Source: an optimization exercise on an open RTL-to-GDS flow (aim: small area, a short achievable clock period and few clock cycles). Production flows keep margins and buffers that such runs may drop. Where RTL was checked, it was by simulation tests only, not by an equivalence proof against the original. Power and IR drop assume default switching activity.

==> flow/design.v (excerpt) <==
module voxel_file_stream_parser (
  input  logic               clk,
  input  logic               rst,
  input  logic               data_valid,
  output logic               data_stall,
  input  logic [7:0]         data_byte,
  input  logic               start_of_file,
  output logic               event_valid,
  input  logic               event_stall,
  output logic [2:0]         event_kind,
  output logic [7:0]         voxel_x,
  output logic [7:0]         voxel_y,
  output logic [7:0]         voxel_z,
  output logic [7:0]         material,
  output logic signed [31:0] size_x,
  output logic signed [31:0] size_y,
  output logic signed [31:0] size_z,
  output logic signed [31:0] file_version,
  output logic [15:0]        model_number,
  output logic               last_voxel
);
export LEC_CHECK = 0
export ABC_CLOCK_PERIOD_IN_PS = 2200
export CAP_MARGIN = 20
export CORE_MARGIN = 2
export CORE_UTILIZATION = 40
export SETUP_SLACK_MARGIN = 2.9
export SLEW_MARGIN = 20
create_clock -name core_clock -period 5.0 [get_ports {clk}]
standard.sh (not shown) runs the stock make flow with config.mk's settings and CLKGATE_MAP_FILE= SYNTH_SCRIPT=/design/flow/synth_recipe.tcl, a recipe that flattens the netlist after the stock synthesis.
==> flow/flow/run.sh <==
#!/bin/bash
# Standard ORFS layout, with the port buffers made from the smallest buffer cell.
set -euo pipefail
export BUFFER_PORTS_ARGS="-buffer_cell sky130_fd_sc_hd__buf_1"
bash standard.sh finish > standard_make.log 2>&1
The first run finished clean.
Then changed:
SETUP_SLACK_MARGIN = 2.6   (was 2.9)
The changed run produced a clean layout.
Wire length is lower by about 13%.
Power falls by 5.0%.
Hold slack degrades by 0.0038 ns.
Cell count went down by about 4.6%.
Register-to-register slack is worse by 0.11 ns.
Combinational power shrinks by 21%.
Then changed:
==> flow/flow/run.sh (replaced) <==
#!/bin/bash
# Standard ORFS layout (the standard.sh), with two changes: the port
# buffers are the smallest buffer cell, and clock tree synthesis adds no
# dummy loads at the clock tree leaves.
set -euo pipefail
export BUFFER_PORTS_ARGS="-buffer_cell sky130_fd_sc_hd__buf_1"
export CTS_ARGS="-sink_clustering_enable -repair_clock_nets -dont_use_dummy_load"
bash standard.sh finish > standard_make.log 2>&1
=> The new run finished with timing, DRC and antenna clean; clock power went down by 18%; power fell by about 7.5%; routed wire length goes down by about 1%; via count falls by 0.36%; worst hold slack gets better by 0.013 ns; global-route usage shrinks by 0.13 points; final area decreases by about 2%; flip-flop and latch count stays the same.
No functional check of the RTL was part of any run of this note.

---

## JK
Another version of the RTL of voxel_file_stream_parser (not shown whole).
For scale: roughly 1,000 cells after synthesis, about 180 flip-flops, ~200 I/O pins, roughly 9000 sq um of cells after synthesis.
clock: 5.0 ns
lec_check: 0
abc_area: 1
abc_clock_period_in_ps: 2200
cap_margin: 20
core_margin: 2
core_utilization: 40
setup_slack_margin: 2.6
slew_margin: 20
==> flow/flow/run.sh <==
#!/bin/bash
# Standard ORFS layout, with the port buffers made from the smallest buffer cell.
set -euo pipefail
export BUFFER_PORTS_ARGS="-buffer_cell sky130_fd_sc_hd__buf_1"
bash standard.sh finish > standard_make.log 2>&1
Testbench counts of JK, summed over its fixed seeds: cycles 16,095.
## Diff of input files: MS against JK
- ABC_AREA: 1 -> unset
==> comparison <==
Re y dimension of the die: MS is about 0.4% down on JK. From JK to MS the numbers moved as follows: maximum frequency higher, met2 usage lower. MS ended up with u_core.sel_va as its launch point of the critical path; JK ended up with u_core.sel_h. In the metrics for JK and MS, the one carrying the higher relative max-transition margin is MS.
The following lists how AL was set up differently from MS:
==> flow/run.sh (new file) <==
#!/bin/bash
# synth_recipe.tcl (not shown) runs the flow's synth.tcl, then flattens the netlist and writes it again
# the make line also repeats each setting of config.mk as NAME=value (left out here)
make -C /OpenROAD-flow-scripts/flow DESIGN_CONFIG=/design/flow/config.mk WORK_HOME=/design/flow/orfs CLKGATE_MAP_FILE= SYNTH_SCRIPT=/design/flow/synth_recipe.tcl finish
removed: flow/flow/run.sh
removed: flow/standard.sh
Est. power | AL vs MS | AL higher
Re die span in x: no difference whatsoever between AL and MS.
Of the two values seen for most frequent standard cell in the layout excluding fill and tap cells, buf_1 was produced by MS and edfxtp_1 by AL.
When AL is measured against MS, its data arrival time of the critical path turns out 150 ps higher.
Compared with MS, AL shows a lower proportion of total power due to net switching.
Simple logic cell fraction of the synthesized area came out exactly the same in AL and MS.
Die area across AL and MS: no real change.
AL against MS: fraction of power consumed by combinational cells went up; total wirelength of the detailed-routed design went up.
Relative to MS, the share of total power in the clock network of AL is lower by 3.7 points.

---

run 1:
Another version of the RTL of voxel_file_stream_parser (not shown whole).
Size in the first run: ~180 flip-flops, about 200 I/O pins.
## voxel_file_stream_parser
module voxel_file_stream_parser (
  input  logic               clk,
  input  logic               rst,
  input  logic               data_valid,
  output logic               data_stall,
  input  logic [7:0]         data_byte,
  input  logic               start_of_file,
  output logic               event_valid,
  input  logic               event_stall,
  output logic [2:0]         event_kind,
  output logic [7:0]         voxel_x,
  output logic [7:0]         voxel_y,
  output logic [7:0]         voxel_z,
  output logic [7:0]         material,
  output logic signed [31:0] size_x,
  output logic signed [31:0] size_y,
  output logic signed [31:0] size_z,
  output logic signed [31:0] file_version,
  output logic [15:0]        model_number,
  output logic               last_voxel
);
Settings: LEC_CHECK=0, ABC_CLOCK_PERIOD_IN_PS=3500, CAP_MARGIN=20, CORE_MARGIN=2, CORE_UTILIZATION=40, CTS_BUF_LIST=sky130_fd_sc_hd__clkbuf_4 sky130_fd_sc_hd__clkbuf_8, SETUP_SLACK_MARGIN=2.6, SLEW_MARGIN=20; clock period 5.0 ns.
==> flow/flow/run.sh <==
#!/bin/bash
# Standard ORFS layout (the standard.sh), with two changes: the port
# buffers are the smallest buffer cell, and clock tree synthesis adds no
# dummy loads at the clock tree leaves.
set -euo pipefail
export BUFFER_PORTS_ARGS="-buffer_cell sky130_fd_sc_hd__buf_1"
export CTS_ARGS="-sink_clustering_enable -repair_clock_nets -dont_use_dummy_load -buf_list {sky130_fd_sc_hd__clkbuf_4 sky130_fd_sc_hd__clkbuf_8}"
bash standard.sh finish > standard_make.log 2>&1
Both conditions hold for run 1: the flow ran to the end and the final layout passed the timing, DRC and antenna checks.
Testbench counts of run 1, summed over its fixed seeds: cycles 16,095.
## Diff of input files: run 2 against run 1
-- flow/config.mk --
<<< run 1, line 8
export ABC_CLOCK_PERIOD_IN_PS = 3500
>>> run 2, line 8
export ABC_CLOCK_PERIOD_IN_PS = 2200
<<< run 1, line 11
export CORE_UTILIZATION = 40
>>> run 2, line 11
export CORE_UTILIZATION = 45
--- outcome ---
Run 2 went all the way through the flow, and no timing, DRC or antenna check failed. End point of the critical path: file_version[10] -> run 1, file_version[20] -> run 2. The area taken by flip-flops and latches was comparable across run 1 and run 2. In run 2 the wire length of the first global-routing pass turned out about 0.4% lower than in run 1. Run 2 ends up with higher met1 track utilization from global routing than run 1 does. Detailed-route wire length was higher in the run labelled run 1. Run 2 vs run 1: via count down slightly.
#### Input delta (run 3 over run 2)
-- flow/flow/run.sh --
<<< run 2, line 2
# Standard ORFS layout (the standard.sh), with two changes: the port
# buffers are the smallest buffer cell, and clock tree synthesis adds no
# dummy loads at the clock tree leaves.
>>> run 3, line 2
# The standard layout (standard.sh: ORFS synthesis to finish), with the
# following changes passed to ORFS through its environment:
#  - the port buffers ORFS inserts on every input and output are the
#    smallest buffer cell (buf_1) rather than the cell ORFS picks;
#  - clock tree synthesis adds no dummy loads at the clock tree leaves and
#    builds the tree from clkbuf_4 and clkbuf_8 (the same list as
#    CTS_BUF_LIST in config.mk, which CTS_ARGS overrides).
# make's full output goes to standard_make.log here; ORFS keeps each step's
# log under orfs/logs.
-- flow/config.mk --
<<< run 2, line 13
export SETUP_SLACK_MARGIN = 2.6
>>> run 3, line 13
export SETUP_SLACK_MARGIN = 2.2
- Run 3: part of the total power dissipated in combinational logic is 0.5 points lower than what run 2 reported.
- Re total met3 wirelength after detailed routing: run 3 is about 16% up on run 2.
- [compare] base=run 2 new=run 3: post-CTS setup buffer count lower; post-layout minimum cycle time climbed 0.28 ns; clock-buffer cell count closely matched the old numbers; proportion of power drawn by the clock network up 0.3 points.
What run 4 does differently from run 3 at the input level:
==> flow/flow/run.sh <==
#!/bin/bash
# Standard ORFS layout (the standard.sh), with two changes: the port
# buffers are the smallest buffer cell, and clock tree synthesis adds no
# dummy loads at the clock tree leaves.
set -euo pipefail
export BUFFER_PORTS_ARGS="-buffer_cell sky130_fd_sc_hd__buf_1"
export CTS_ARGS="-sink_clustering_enable -repair_clock_nets -dont_use_dummy_load -buf_list {sky130_fd_sc_hd__clkbuf_4 sky130_fd_sc_hd__clkbuf_8}"
bash standard.sh finish > standard_make.log 2>&1
-- flow/config.mk --
<<< run 3, line 11
export CORE_UTILIZATION = 45
>>> run 4, line 11
export CORE_UTILIZATION = 40
<<< run 3, line 13
export SETUP_SLACK_MARGIN = 2.2
>>> run 4, line 13
export SETUP_SLACK_MARGIN = 2.6
Results
The cell area reported for run 4 is greater than that of run 3 by 420 µm². Run 4 vs. run 3: worst clock skew now sits at about the same level, wire length grew by 5.1%. Between run 3 and run 4, the flow reports y dimension of the die increasing by a few percent. In run 4 the wire length of the first global-routing pass turned out 740 µm higher than in run 3. Diff run 4..run 3 | cell internal power dissipation | negligible. Between run 3 and run 4, the flow reports largest vdd supply drop decreasing by more than a quarter.
--- input diff run 4..run 5 ---
-- flow/config.mk --
<<< run 4, line 13
export SETUP_SLACK_MARGIN = 2.6
>>> run 5, line 13
export SETUP_SLACK_MARGIN = 2.7
Both conditions hold for run 5: the flow ran to the end and the final layout passed the timing, DRC and antenna checks. Run 5 -> run 4: clock latency at the later pin of the worst-skew pair flat. Delta (run 5 minus run 4): design internal power rose 0.000014 W, non-clock buffer count rose 36, worst-case setup margin in the final layout rose 0.012 ns. Per the comparison of run 5 with run 4, sequential share of layout area went down, logic depth of the worst path, buffers included did not really move, non-filler instance count after layout up 2.9%.
Input-level comparison between run 6 and run 5:
-- flow/flow/run.sh --
<<< run 5, line 7
export CTS_ARGS="-sink_clustering_enable -repair_clock_nets -dont_use_dummy_load -buf_list {sky130_fd_sc_hd__clkbuf_4 sky130_fd_sc_hd__clkbuf_8}"
>>> run 6, line 7
export CTS_ARGS="-sink_clustering_enable -repair_clock_nets -dont_use_dummy_load -buf_list {sky130_fd_sc_hd__clkbuf_4 sky130_fd_sc_hd__clkbuf_8} -sink_clustering_size 40"
-- flow/config.mk --
<<< run 5, line 9
export CAP_MARGIN = 20
>>> run 6, line 9
export CAP_MARGIN = 10
<<< run 5, line 13
export SETUP_SLACK_MARGIN = 2.7
export SLEW_MARGIN = 20
>>> run 6, line 13
export SETUP_SLACK_MARGIN = 2.6
export SLEW_MARGIN = 10
- The residual antenna-violating net count after detailed routing on run 6 is in line with that on run 5.
- Run 5 → run 6: die footprint shows no meaningful change, design area shows a reduction of 880 µm², clock latency on the worst-skew pair shows no meaningful change, portion of total power attributed to the clock network shows an increase of 0.3 points.

## what the ideal ports hide
Ports are ideal in the flow. The routed layouts listed here were re-timed in OpenROAD. Step 1, drivers: a clkbuf_16 drives clk and a buf_2 each remaining input, both assumed. Step 2 adds t to the input delays and takes it off the output delays; t is the mean of the earliest and latest rising clock arrival at the registers after step 1. Input paths then give back, and output paths get back, about the clock's delay inside the block. Three values: ideal, step 1, step 2; two values: the first two.
run	t, ns	slack for setup (ns)	worst setup path at the end	pins driven straight from the clock port
the first run of note 1	0.485	2.655 / 2.606 / 2.246	input to register	1
the second run of note 1	0.476	2.640 / 2.614 / 2.178	input to register	1
the third run of note 1	0.472	2.609 / 2.608 / 2.157	input to register	1
JK	0.479	2.404 / 2.357 / 2.202	input to register	1
MS	0.477	2.528 / 2.483 / 2.188	input to register	1
AL	0.472	2.378 / 2.332 / 2.175	input to register	1
run 1	0.485	2.593 / 2.552 / 2.237	input to register	1
run 2	0.479	2.626 / 2.585 / 2.186	input to register	1
run 3	0.475	2.349 / 2.309 / 1.924	input to register	1
run 4	0.485	2.593 / 2.552 / 2.237	input to register	1
run 5	0.491	2.605 / 2.562 / 2.251	input to register	1
run 6	0.485	2.593 / 2.552 / 2.237	input to register	1
After both steps every run listed still meets setup and hold. The setup slack of the second run of note 1, which loses most, moves by -0.026 ns with the drivers and by -0.462 ns with both steps.
